This design comes from an exercise in tuning for small area and a short achievable clock period on the open sky130 flow, not from production work. At most, simulation tests tie the RTL to the original design; equivalence was not proved. Power figures rest on the tool's default switching activity, not on a simulated workload.

==> inputs of 12-08 <==
// cluster_hwpe_tile
module cluster_hwpe_tile #(
  parameter int unsigned OpndDepth = 4,
  parameter int unsigned ResDepth  = 4
) (
  input  logic                               clk_i,
  input  logic                               rst_n_i,
  input  logic                               wb_cyc_i,
  input  logic                               wb_stb_i,
  input  logic                               wb_we_i,
  input  logic [tile_cfg_pkg::WB_ADDR_W-1:0] wb_adr_i,
  input  logic [tile_cfg_pkg::WB_DATA_W-1:0] wb_dat_i,
  output logic [tile_cfg_pkg::WB_DATA_W-1:0] wb_dat_o,
  output logic                               wb_ack_o,
  output logic                               wb_err_o,
  output logic                               evt_o
);
==> flow/config.mk <==
export PLATFORM = sky130hd
export DESIGN_NAME = cluster_hwpe_tile
export DESIGN_NICKNAME = cluster_hwpe_tile
export VERILOG_FILES = /design/flow/design.v
export SDC_FILE = /design/flow/constraint.sdc
export NUM_CORES = 4
export LEC_CHECK = 0
export ABC_CLOCK_PERIOD_IN_PS = 3500
export CAP_MARGIN = 20
export CORE_MARGIN = 2
export CORE_UTILIZATION = 40
export SLEW_MARGIN = 20
==> flow/constraint.sdc <==
create_clock -name core_clock -period 10.0 [get_ports {clk_i}]
set_input_delay 2.0000 -clock core_clock [delete_from_list [all_inputs] [get_ports {clk_i}]]
set_output_delay 2.0000 -clock core_clock [all_outputs]
set_load 0.01 [all_outputs]
standard.sh (not shown) runs the stock make flow with config.mk's settings and CLKGATE_MAP_FILE= SYNTH_SCRIPT=/design/flow/synth_recipe.tcl, a recipe that flattens the netlist after the stock synthesis.
==> flow/flow/run.sh <==
#!/bin/bash
# Standard synthesis, then the standard layout with a tighter setup
# target for repair_timing (the clock and constraints are unchanged).
set -euo pipefail
MARGIN=${MARGIN:-6.5}
bash standard.sh synth > synth.log 2>&1
bash standard.sh SETUP_SLACK_MARGIN=$MARGIN finish > layout.log 2>&1
==> 12-17: changes against 12-08 <==
==> flow/flow/run.sh (replaced) <==
#!/bin/bash
# Standard synthesis, then the standard layout with a tighter setup
# target for repair_timing (the clock and constraints are unchanged).
set -euo pipefail
MARGIN=${MARGIN:-7}
bash standard.sh synth > synth.log 2>&1
bash standard.sh SETUP_SLACK_MARGIN=$MARGIN "BUFFER_PORTS_ARGS=-buffer_cell sky130_fd_sc_hd__buf_2" finish > layout.log 2>&1
==> qor summary <==
Layout buffer count excluding clock buffers: 12-17 170; 12-08 155
Number of placed instances, taps included: 12-17 2922; 12-08 2918
Finished Core Util: 12-17 48.65%; 12-08 47.81%
Number of antenna violations at the first check in global routing: 12-17 0; 12-08 4
Tmin final: 12-17 3.754 ns; 12-08 3.756 ns
Non-Filler Instances: 12-17 3101; 12-08 3086
Vias in the first global route: 12-17 16876; 12-08 16678
Flip-flop and latch share of the layout cell area: 12-17 43.14%; 12-08 43.83%
Sum of routed wire segments on met1: 12-17 29.70 mm; 12-08 29.54 mm
Final Routed Wirelength: 12-17 67.11 mm; 12-08 66.91 mm
Buffer count from post-CTS setup fixing: 12-17 59; 12-08 54
Run status: 12-17 complete, no violations; 12-08 complete, no violations
Slack of the worst reg-to-reg path: 12-17 6.25 ns; 12-08 6.24 ns
Peak supply drop: 12-17 0.1328 mV; 12-08 0.1531 mV
Count of inverters other than clock inverters in the layout: 12-17 252; 12-08 250
Via count: 12-17 16498; 12-08 16304
Number of instances resized during post-cts repair: 12-17 195; 12-08 97
Worst setup path startpoint: 12-17 i_opnd_fifo.mem_q[0][8]$_DFFE_PP_; 12-08 i_engine.one_n_q[4]$_DFF_P_
Clock network power: 12-17 2.08 mW; 12-08 2.10 mW
Smallest hold slack: 12-17 0.4793 ns; 12-08 0.4796 ns
Power consumption: 12-17 7.174 mW; 12-08 7.121 mW
Multi-input gate share of the layout cell area: 12-17 39.34%; 12-08 38.54%
CTS buffer count: 12-17 52; 12-08 53
Worst R2R Start: 12-17 i_opnd_fifo.mem_q[0][8]$_DFFE_PP_; 12-08 i_engine.one_n_q[4]$_DFF_P_
No run of this note included a check of the RTL's function; only the layout flow was run.

* * *

==> v20 <==
Another version of the RTL of cluster_hwpe_tile (not shown whole).
Settings: LEC_CHECK=0, ABC_CLOCK_PERIOD_IN_PS=3500, CAP_MARGIN=20, CORE_MARGIN=2, CORE_UTILIZATION=40, CTS_CLUSTER_DIAMETER=140, CTS_CLUSTER_SIZE=22, SLEW_MARGIN=20; clock period 10.0 ns.
==> flow/flow/run.sh <==
#!/bin/bash
# Standard synthesis, then the standard layout with a tighter setup
# target for repair_timing and plain buffers on the ports; each step logs
# to its own file here (the ORFS logs are under orfs/logs).
# The clock and constraints are unchanged.
set -euo pipefail
MARGIN=${MARGIN:-6.5}
bash standard.sh synth > synth.log 2>&1
bash standard.sh SETUP_SLACK_MARGIN=$MARGIN "BUFFER_PORTS_ARGS=-buffer_cell sky130_fd_sc_hd__buf_2" finish > layout.log 2>&1
==> inputs of v13, as changes to v20 <==
--- a/flow/design.v
+++ b/flow/design.v
@@ -535,13 +535,13 @@
   assign fc58 = (bp5[16] & bp6[14]) | (bp5[16] & bp7[12]) | (bp6[14] & bp7[12]);
   logic hs15, hc15;
   assign hs15 = bp8[10] ^ x1[26];
   assign hc15 = bp8[10] & x1[26];
   logic fs59, fc59;
   assign fs59 = ~neg_q[5] ^ bp6[15] ^ bp7[13];
-  assign fc59 = (~neg_q[5] ^ bp6[15]) ? bp7[13] : ~neg_q[5];
+  assign fc59 = (~neg_q[5] & bp6[15]) | (~neg_q[5] & bp7[13]) | (bp6[15] & bp7[13]);
   logic hs16, hc16;
   assign hs16 = bp6[16] ^ bp7[14];
   assign hc16 = bp6[16] & bp7[14];
   logic hs17, hc17;
   assign hs17 = bp0[2] ^ bp1[0];
   assign hc17 = bp0[2] & bp1[0];
@@ -739,22 +739,22 @@
   assign fc117 = (fc62 & fc63) | (fc62 & fs64) | (fc63 & fs64);
   logic fs118, fc118;
   assign fs118 = fc64 ^ fc65 ^ fs66;
   assign fc118 = (fc64 & fc65) | (fc64 & fs66) | (fc65 & fs66);
   logic fs119, fc119;
   assign fs119 = fc66 ^ fc67 ^ fs68;
-  assign fc119 = (fc66 ^ fc67) ? fs68 : fc66;
+  assign fc119 = (fc66 & fc67) | (fc66 & fs68) | (fc67 & fs68);
   logic fs120, fc120;
   assign fs120 = fc68 ^ fc69 ^ fs70;
-  assign fc120 = (fc68 ^ fc69) ? fs70 : fc68;
+  assign fc120 = (fc68 & fc69) | (fc68 & fs70) | (fc69 & fs70);
   logic fs121, fc121;
   assign fs121 = fc70 ^ fc71 ^ fs72;
-  assign fc121 = (fc70 ^ fc71) ? fs72 : fc70;
+  assign fc121 = (fc70 & fc71) | (fc70 & fs72) | (fc71 & fs72);
   logic fs122, fc122;
   assign fs122 = fc72 ^ fc73 ^ fs74;
-  assign fc122 = (fc72 ^ fc73) ? fs74 : fc72;
+  assign fc122 = (fc72 & fc73) | (fc72 & fs74) | (fc73 & fs74);
   logic fs123, fc123;
   assign fs123 = fc74 ^ fc75 ^ fs76;
   assign fc123 = (fc74 ^ fc75) ? fs76 : fc74;
   logic fs124, fc124;
   assign fs124 = fc76 ^ fc77 ^ fs78;
   assign fc124 = (fc76 ^ fc77) ? fs78 : fc76;
@@ -790,19 +790,19 @@
   assign fc134 = (fc96 ^ fc97) ? fs98 : fc96;
   logic fs135, fc135;
   assign fs135 = fc98 ^ fc99 ^ fs100;
   assign fc135 = (fc98 ^ fc99) ? fs100 : fc98;
   logic fs136, fc136;
   assign fs136 = fc100 ^ fc101 ^ fs102;
-  assign fc136 = (fc100 ^ fc101) ? fs102 : fc100;
+  assign fc136 = (fc100 & fc101) | (fc100 & fs102) | (fc101 & fs102);
   logic fs137, fc137;
   assign fs137 = fc102 ^ fc103 ^ fs104;
-  assign fc137 = (fc102 ^ fc103) ? fs104 : fc102;
+  assign fc137 = (fc102 & fc103) | (fc102 & fs104) | (fc103 & fs104);
   logic fs138, fc138;
   assign fs138 = fc104 ^ fc105 ^ fs106;
-  assign fc138 = (fc104 ^ fc105) ? fs106 : fc104;
+  assign fc138 = (fc104 & fc105) | (fc104 & fs106) | (fc105 & fs106);
   logic fs139, fc139;
   assign fs139 = fc106 ^ fc107 ^ fs108;
   assign fc139 = (fc106 & fc107) | (fc106 & fs108) | (fc107 & fs108);
   logic fs140, fc140;
   assign fs140 = fc108 ^ fc109 ^ fs110;
   assign fc140 = (fc108 & fc109) | (fc108 & fs110) | (fc109 & fs110);
@@ -835,22 +835,22 @@
   assign fc148 = (fs65 & fc116) | (fs65 & fs117) | (fc116 & fs117);
   logic fs149, fc149;
   assign fs149 = fs67 ^ fc117 ^ fs118;
   assign fc149 = (fs67 & fc117) | (fs67 & fs118) | (fc117 & fs118);
   logic fs150, fc150;
   assign fs150 = fs69 ^ fc118 ^ fs119;
-  assign fc150 = (fs69 ^ fc118) ? fs119 : fs69;
+  assign fc150 = (fs69 & fc118) | (fs69 & fs119) | (fc118 & fs119);
   logic fs151, fc151;
   assign fs151 = fs71 ^ fc119 ^ fs120;
-  assign fc151 = (fs71 ^ fc119) ? fs120 : fs71;
+  assign fc151 = (fs71 & fc119) | (fs71 & fs120) | (fc119 & fs120);
   logic fs152, fc152;
   assign fs152 = fs73 ^ fc120 ^ fs121;
-  assign fc152 = (fs73 ^ fc120) ? fs121 : fs73;
+  assign fc152 = (fs73 & fc120) | (fs73 & fs121) | (fc120 & fs121);
   logic fs153, fc153;
   assign fs153 = fs75 ^ fc121 ^ fs122;
-  assign fc153 = (fs75 ^ fc121) ? fs122 : fs75;
+  assign fc153 = (fs75 & fc121) | (fs75 & fs122) | (fc121 & fs122);
   logic fs154, fc154;
   assign fs154 = fs77 ^ fc122 ^ fs123;
   assign fc154 = (fs77 ^ fc122) ? fs123 : fs77;
   logic fs155, fc155;
   assign fs155 = fs79 ^ fc123 ^ fs124;
   assign fc155 = (fs79 ^ fc123) ? fs124 : fs79;
@@ -883,19 +883,19 @@
   assign fc164 = (fs97 ^ fc132) ? fs133 : fs97;
   logic fs165, fc165;
   assign fs165 = fs99 ^ fc133 ^ fs134;
   assign fc165 = (fs99 ^ fc133) ? fs134 : fs99;
   logic fs166, fc166;
   assign fs166 = fs101 ^ fc134 ^ fs135;
-  assign fc166 = (fs101 ^ fc134) ? fs135 : fs101;
+  assign fc166 = (fs101 & fc134) | (fs101 & fs135) | (fc134 & fs135);
   logic fs167, fc167;
   assign fs167 = fs103 ^ fc135 ^ fs136;
-  assign fc167 = (fs103 ^ fc135) ? fs136 : fs103;
+  assign fc167 = (fs103 & fc135) | (fs103 & fs136) | (fc135 & fs136);
   logic fs168, fc168;
   assign fs168 = fs105 ^ fc136 ^ fs137;
-  assign fc168 = (fs105 ^ fc136) ? fs137 : fs105;
+  assign fc168 = (fs105 & fc136) | (fs105 & fs137) | (fc136 & fs137);
   logic fs169, fc169;
   assign fs169 = fs107 ^ fc137 ^ fs138;
   assign fc169 = (fs107 & fc137) | (fs107 & fs138) | (fc137 & fs138);
   logic fs170, fc170;
   assign fs170 = fs109 ^ fc138 ^ fs139;
   assign fc170 = (fs109 & fc138) | (fs109 & fs139) | (fc138 & fs139);
==> flow/flow/run.sh (replaced) <==
#!/bin/bash
# Standard synthesis, then the standard layout with a tighter setup
# target for repair_timing and plain buffers on the ports; each step logs
# to its own file here (the ORFS logs are under orfs/logs).
# The clock and constraints are unchanged.
set -euo pipefail
MARGIN=${MARGIN:-6.6}
bash standard.sh synth > synth.log 2>&1
bash standard.sh SETUP_SLACK_MARGIN=$MARGIN "BUFFER_PORTS_ARGS=-buffer_cell sky130_fd_sc_hd__buf_2" finish > layout.log 2>&1
--- a/flow/config.mk
+++ b/flow/config.mk
@@ -6,9 +6,9 @@
 export NUM_CORES = 4
 export LEC_CHECK = 0
 export ABC_CLOCK_PERIOD_IN_PS = 3500
 export CAP_MARGIN = 20
 export CORE_MARGIN = 2
 export CORE_UTILIZATION = 40
-export CTS_CLUSTER_DIAMETER = 140
-export CTS_CLUSTER_SIZE = 22
+export CTS_CLUSTER_DIAMETER = 120
+export CTS_CLUSTER_SIZE = 24
 export SLEW_MARGIN = 20
==> inputs of v37, as changes to v20 <==
==> flow/flow/run.sh (replaced) <==
#!/bin/bash
# Standard synthesis, then the standard layout with a tighter setup
# target for repair_timing and plain buffers on the ports; each step logs
# to its own file here (the ORFS logs are under orfs/logs).
# The clock and constraints are unchanged.
set -euo pipefail
MARGIN=${MARGIN:-7.0}
bash standard.sh synth > synth.log 2>&1
bash standard.sh SETUP_SLACK_MARGIN=$MARGIN "BUFFER_PORTS_ARGS=-buffer_cell sky130_fd_sc_hd__buf_2" finish > layout.log 2>&1
--- a/flow/config.mk
+++ b/flow/config.mk
@@ -6,9 +6,10 @@
 export NUM_CORES = 4
 export LEC_CHECK = 0
 export ABC_CLOCK_PERIOD_IN_PS = 3500
 export CAP_MARGIN = 20
 export CORE_MARGIN = 2
 export CORE_UTILIZATION = 40
-export CTS_CLUSTER_DIAMETER = 140
-export CTS_CLUSTER_SIZE = 22
+export CTS_CLUSTER_DIAMETER = 120
+export CTS_CLUSTER_SIZE = 24
 export SLEW_MARGIN = 20
+export TNS_END_PERCENT = 10
==> inputs of v23, as changes to v20 <==
--- a/flow/design.v
+++ b/flow/design.v
@@ -511,13 +511,13 @@
   assign fc51 = (~neg_q[3] & bp4[15]) | (~neg_q[3] & bp5[13]) | (bp4[15] & bp5[13]);
   logic fs52, fc52;
   assign fs52 = bp6[11] ^ bp7[9] ^ bp8[7];
   assign fc52 = (bp6[11] & bp7[9]) | (bp6[11] & bp8[7]) | (bp7[9] & bp8[7]);
   logic fs53, fc53;
   assign fs53 = x1[23] ^ x2[23] ^ hc7;
-  assign fc53 = (x1[23] & x2[23]) | (x1[23] & hc7) | (x2[23] & hc7);
+  assign fc53 = (x1[23] ^ x2[23]) ? hc7 : x1[23];
   logic fs54, fc54;
   assign fs54 = bp4[16] ^ bp5[14] ^ bp6[12];
   assign fc54 = (bp4[16] & bp5[14]) | (bp4[16] & bp6[12]) | (bp5[14] & bp6[12]);
   logic fs55, fc55;
   assign fs55 = bp7[10] ^ bp8[8] ^ x1[24];
   assign fc55 = (bp7[10] & bp8[8]) | (bp7[10] & x1[24]) | (bp8[8] & x1[24]);
@@ -574,31 +574,31 @@
   assign fc65 = (x2[7] & hc8) | (x2[7] & hs9) | (hc8 & hs9);
   logic fs66, fc66;
   assign fs66 = neg_q[4] ^ x1[8] ^ x2[8];
   assign fc66 = (neg_q[4] & x1[8]) | (neg_q[4] & x2[8]) | (x1[8] & x2[8]);
   logic fs67, fc67;
   assign fs67 = hc9 ^ fs12 ^ hs10;
-  assign fc67 = (hc9 & fs12) | (hc9 & hs10) | (fs12 & hs10);
+  assign fc67 = (hc9 ^ fs12) ? hs10 : hc9;
   logic fs68, fc68;
   assign fs68 = x1[9] ^ x2[9] ^ fc12;
   assign fc68 = (x1[9] & x2[9]) | (x1[9] & fc12) | (x2[9] & fc12);
   logic fs69, fc69;
   assign fs69 = hc10 ^ fs13 ^ hs11;
-  assign fc69 = (hc10 & fs13) | (hc10 & hs11) | (fs13 & hs11);
+  assign fc69 = (hc10 ^ fs13) ? hs11 : hc10;
   logic fs70, fc70;
   assign fs70 = x2[10] ^ fc13 ^ hc11;
   assign fc70 = (x2[10] & fc13) | (x2[10] & hc11) | (fc13 & hc11);
   logic fs71, fc71;
   assign fs71 = fs14 ^ fs15 ^ hs12;
-  assign fc71 = (fs14 & fs15) | (fs14 & hs12) | (fs15 & hs12);
+  assign fc71 = (fs14 ^ fs15) ? hs12 : fs14;
   logic fs72, fc72;
   assign fs72 = fc14 ^ fc15 ^ hc12;
   assign fc72 = (fc14 & fc15) | (fc14 & hc12) | (fc15 & hc12);
   logic fs73, fc73;
   assign fs73 = fs16 ^ fs17 ^ hs13;
-  assign fc73 = (fs16 & fs17) | (fs16 & hs13) | (fs17 & hs13);
+  assign fc73 = (fs16 ^ fs17) ? hs13 : fs16;
   logic fs74, fc74;
   assign fs74 = fc16 ^ fc17 ^ hc13;
   assign fc74 = (fc16 & fc17) | (fc16 & hc13) | (fc17 & hc13);
   logic fs75, fc75;
   assign fs75 = fs18 ^ fs19 ^ fs20;
   assign fc75 = (fs18 ^ fs19) ? fs20 : fs18;
@@ -670,25 +670,25 @@
   assign fc97 = (fs51 ^ fs52) ? fs53 : fs51;
   logic fs98, fc98;
   assign fs98 = fc51 ^ fc52 ^ fc53;
   assign fc98 = (fc51 ^ fc52) ? fc53 : fc51;
   logic fs99, fc99;
   assign fs99 = fs54 ^ fs55 ^ hs14;
-  assign fc99 = (fs54 & fs55) | (fs54 & hs14) | (fs55 & hs14);
+  assign fc99 = (fs54 ^ fs55) ? hs14 : fs54;
   logic fs100, fc100;
   assign fs100 = x2[25] ^ fc54 ^ fc55;
   assign fc100 = (x2[25] & fc54) | (x2[25] & fc55) | (fc54 & fc55);
   logic fs101, fc101;
   assign fs101 = hc14 ^ fs56 ^ fs57;
-  assign fc101 = (hc14 & fs56) | (hc14 & fs57) | (fs56 & fs57);
+  assign fc101 = (hc14 ^ fs56) ? fs57 : hc14;
   logic fs102, fc102;
   assign fs102 = x2[26] ^ 1'b1 ^ fc56;
   assign fc102 = (x2[26] & 1'b1) | (x2[26] & fc56) | (1'b1 & fc56);
   logic fs103, fc103;
   assign fs103 = fc57 ^ fs58 ^ hs15;
-  assign fc103 = (fc57 & fs58) | (fc57 & hs15) | (fs58 & hs15);
+  assign fc103 = (fc57 ^ fs58) ? hs15 : fc57;
   logic fs104, fc104;
   assign fs104 = bp8[11] ^ x1[27] ^ x2[27];
   assign fc104 = (bp8[11] & x1[27]) | (bp8[11] & x2[27]) | (x1[27] & x2[27]);
   logic fs105, fc105;
   assign fs105 = fc58 ^ hc15 ^ fs59;
   assign fc105 = (fc58 & hc15) | (fc58 & fs59) | (hc15 & fs59);
@@ -799,16 +799,16 @@
   assign fc137 = (fc102 ^ fc103) ? fs104 : fc102;
   logic fs138, fc138;
   assign fs138 = fc104 ^ fc105 ^ fs106;
   assign fc138 = (fc104 ^ fc105) ? fs106 : fc104;
   logic fs139, fc139;
   assign fs139 = fc106 ^ fc107 ^ fs108;
-  assign fc139 = (fc106 & fc107) | (fc106 & fs108) | (fc107 & fs108);
+  assign fc139 = (fc106 ^ fc107) ? fs108 : fc106;
   logic fs140, fc140;
   assign fs140 = fc108 ^ fc109 ^ fs110;
-  assign fc140 = (fc108 & fc109) | (fc108 & fs110) | (fc109 & fs110);
+  assign fc140 = (fc108 ^ fc109) ? fs110 : fc108;
   logic fs141, fc141;
   assign fs141 = x2[31] ^ fc110 ^ hc21;
   assign fc141 = (x2[31] & fc110) | (x2[31] & hc21) | (fc110 & hc21);
   logic hs24, hc24;
   assign hs24 = x1[0] ^ x2[0];
   assign hc24 = x1[0] & x2[0];
@@ -829,16 +829,16 @@
   assign fc146 = (hs20 & fc114) | (hs20 & fs115) | (fc114 & fs115);
   logic fs147, fc147;
   assign fs147 = fs63 ^ fc115 ^ fs116;
   assign fc147 = (fs63 & fc115) | (fs63 & fs116) | (fc115 & fs116);
   logic fs148, fc148;
   assign fs148 = fs65 ^ fc116 ^ fs117;
-  assign fc148 = (fs65 & fc116) | (fs65 & fs117) | (fc116 & fs117);
+  assign fc148 = (fs65 ^ fc116) ? fs117 : fs65;
   logic fs149, fc149;
   assign fs149 = fs67 ^ fc117 ^ fs118;
-  assign fc149 = (fs67 & fc117) | (fs67 & fs118) | (fc117 & fs118);
+  assign fc149 = (fs67 ^ fc117) ? fs118 : fs67;
   logic fs150, fc150;
   assign fs150 = fs69 ^ fc118 ^ fs119;
   assign fc150 = (fs69 ^ fc118) ? fs119 : fs69;
   logic fs151, fc151;
   assign fs151 = fs71 ^ fc119 ^ fs120;
   assign fc151 = (fs71 ^ fc119) ? fs120 : fs71;
@@ -892,16 +892,16 @@
   assign fc167 = (fs103 ^ fc135) ? fs136 : fs103;
   logic fs168, fc168;
   assign fs168 = fs105 ^ fc136 ^ fs137;
   assign fc168 = (fs105 ^ fc136) ? fs137 : fs105;
   logic fs169, fc169;
   assign fs169 = fs107 ^ fc137 ^ fs138;
-  assign fc169 = (fs107 & fc137) | (fs107 & fs138) | (fc137 & fs138);
+  assign fc169 = (fs107 ^ fc137) ? fs138 : fs107;
   logic fs170, fc170;
   assign fs170 = fs109 ^ fc138 ^ fs139;
-  assign fc170 = (fs109 & fc138) | (fs109 & fs139) | (fc138 & fs139);
+  assign fc170 = (fs109 ^ fc138) ? fs139 : fs109;
   logic fs171, fc171;
   assign fs171 = hs21 ^ fc139 ^ fs140;
   assign fc171 = (hs21 & fc139) | (hs21 & fs140) | (fc139 & fs140);
   logic fs172, fc172;
   assign fs172 = fs111 ^ fc140 ^ fs141;
   assign fc172 = (fs111 & fc140) | (fs111 & fs141) | (fc140 & fs141);
==> flow/flow/run.sh (replaced) <==
#!/bin/bash
# Standard synthesis, then the standard layout with a tighter setup
# target for repair_timing (the clock and constraints are unchanged).
set -euo pipefail
MARGIN=${MARGIN:-6.8}
bash standard.sh synth > synth.log 2>&1
bash standard.sh SETUP_SLACK_MARGIN=$MARGIN "BUFFER_PORTS_ARGS=-buffer_cell sky130_fd_sc_hd__buf_2" finish > layout.log 2>&1
==> flow/config.mk (replaced) <==
export PLATFORM = sky130hd
export DESIGN_NAME = cluster_hwpe_tile
export DESIGN_NICKNAME = cluster_hwpe_tile
export VERILOG_FILES = /design/flow/design.v
export SDC_FILE = /design/flow/constraint.sdc
export NUM_CORES = 4
export LEC_CHECK = 0
export ABC_CLOCK_PERIOD_IN_PS = 3500
export CAP_MARGIN = 20
export CORE_MARGIN = 2
export CORE_UTILIZATION = 55
export CTS_CLUSTER_DIAMETER = 120
export CTS_CLUSTER_SIZE = 24
export SLEW_MARGIN = 20
==> summary.txt <==
| metric | v20 | v23 | v37 | v13 |
|---|---|---|---|---|
| Result of the run | no timing/DRC/antenna violations | no timing/DRC/antenna violations | no timing/DRC/antenna violations | no timing/DRC/antenna violations |
| Data arrival time of the critical path | 3.74 ns | 3.81 ns | 3.61 ns | 3.76 ns |
| Seq/total area | 0.463 | 0.450 | 0.456 | 0.456 |
| Layout Utilization | 0.445 | 0.623 | 0.452 | 0.446 |
| Total internal power | 4.39 mW | 4.70 mW | 4.41 mW | 4.40 mW |
| Post-route setup slack | 6.60 ns | 6.54 ns | 6.72 ns | 6.58 ns |
| Worst Reg-to-Reg Cells | 8 | 9 | 10 | 10 |
| Max incr delay on CP | 0.99 ns | 0.57 ns | 0.57 ns | 0.59 ns |
| RD Place Congestion | 0.837 | 0.892 | 0.842 | 0.858 |
| DR vias/cell | 5.47 | 5.84 | 5.44 | 5.48 |
| Standard-cell rows | 93 | 80 | 93 | 94 |
| Clock buffer count from CTS | 25 | 25 | 24 | 23 |
| Multi-input logic portion of the cell area | 0.421 | 0.433 | 0.419 | 0.422 |
| Placement Setup Slack | 5.56 ns | 5.46 ns | 5.80 ns | 5.64 ns |
| Initial Util | 0.405 | 0.555 | 0.405 | 0.403 |
| Fraction of the mapped netlist area in compound gates | 0.0875 | 0.0858 | 0.0875 | 0.0864 |
| Power in sequential cells | 2.62 mW | 2.55 mW | 2.60 mW | 2.59 mW |
| Met3 routed WL | 3.74 mm | 3.72 mm | 4.10 mm | 4.87 mm |
| Area of the core | 64,700 um2 | 47,400 um2 | 64,700 um2 | 65,500 um2 |
| Xor/xnor share of the synthesized area | 0.117 | 0.129 | 0.117 | 0.112 |
| Vertical die dimension | 260 um | 223 um | 260 um | 261 um |
| Post-detailed-routing wire length | 67.9 mm | 66.6 mm | 68.6 mm | 70.3 mm |
| Setup skew after layout | 0.0195 ns | 0.0388 ns | 0.0333 ns | 0.0488 ns |
| Min cycle time layout | 3.40 ns | 3.46 ns | 3.28 ns | 3.42 ns |
| Sw Share | 0.350 | 0.352 | 0.352 | 0.350 |
| Total Die Area | 67,600 um2 | 49,600 um2 | 67,600 um2 | 68,000 um2 |
| Clock insertion delay at the later pin of the skew report | 0.60 ns | 0.62 ns | 0.60 ns | 0.60 ns |
No functional check of the RTL was part of v13.

## static timing again, ports no longer ideal
The flow's constraints put no driver on any port. The routed layouts listed below were extracted and timed again, unchanged, in two steps.
Step 1 (the two cells are an assumption about what drives the block):
set clk [get_ports {clk_i}]
set_driving_cell -lib_cell sky130_fd_sc_hd__clkbuf_16 $clk
set_driving_cell -lib_cell sky130_fd_sc_hd__buf_2 [delete_from_list [all_inputs] $clk]
Step 2, shift: input delay + t, output delay - t, t = (earliest + latest rising clock arrival at the registers) / 2. This alone moves slack from input paths to output paths.
Three values: ideal ports, drivers, drivers and shift; two values: the first two.
| run | t, ns | slack for setup (ns) | worst setup path at the end | clock arrival spread, ns | worst data-port slew with drivers (ns) |
|---|---|---|---|---|---|
| 12-08 | 0.667 | 6.244 / 6.244 / 5.976 | input to register | 0.028 / 0.029 | 0.04 |
| 12-17 | 0.678 | 6.246 / 6.246 / 6.246 | register to register | 0.028 / 0.029 | 0.03 |
| v20 | 0.650 | 6.603 / 6.603 / 6.039 | input to register | 0.019 / 0.020 | 0.05 |
| v13 | 0.639 | 6.580 / 6.580 / 6.233 | input to register | 0.049 / 0.049 | 0.04 |
| v37 | 0.643 | 6.722 / 6.722 / 6.459 | input to register | 0.035 / 0.034 | 0.05 |
| v23 | 0.654 | 6.535 / 6.535 / 6.280 | input to register | 0.038 / 0.038 | 0.04 |
After both steps setup and hold are still met in every run listed. For v20, which loses most, drivers alone change the setup slack by 0.000 ns; drivers and shift together by -0.564 ns.
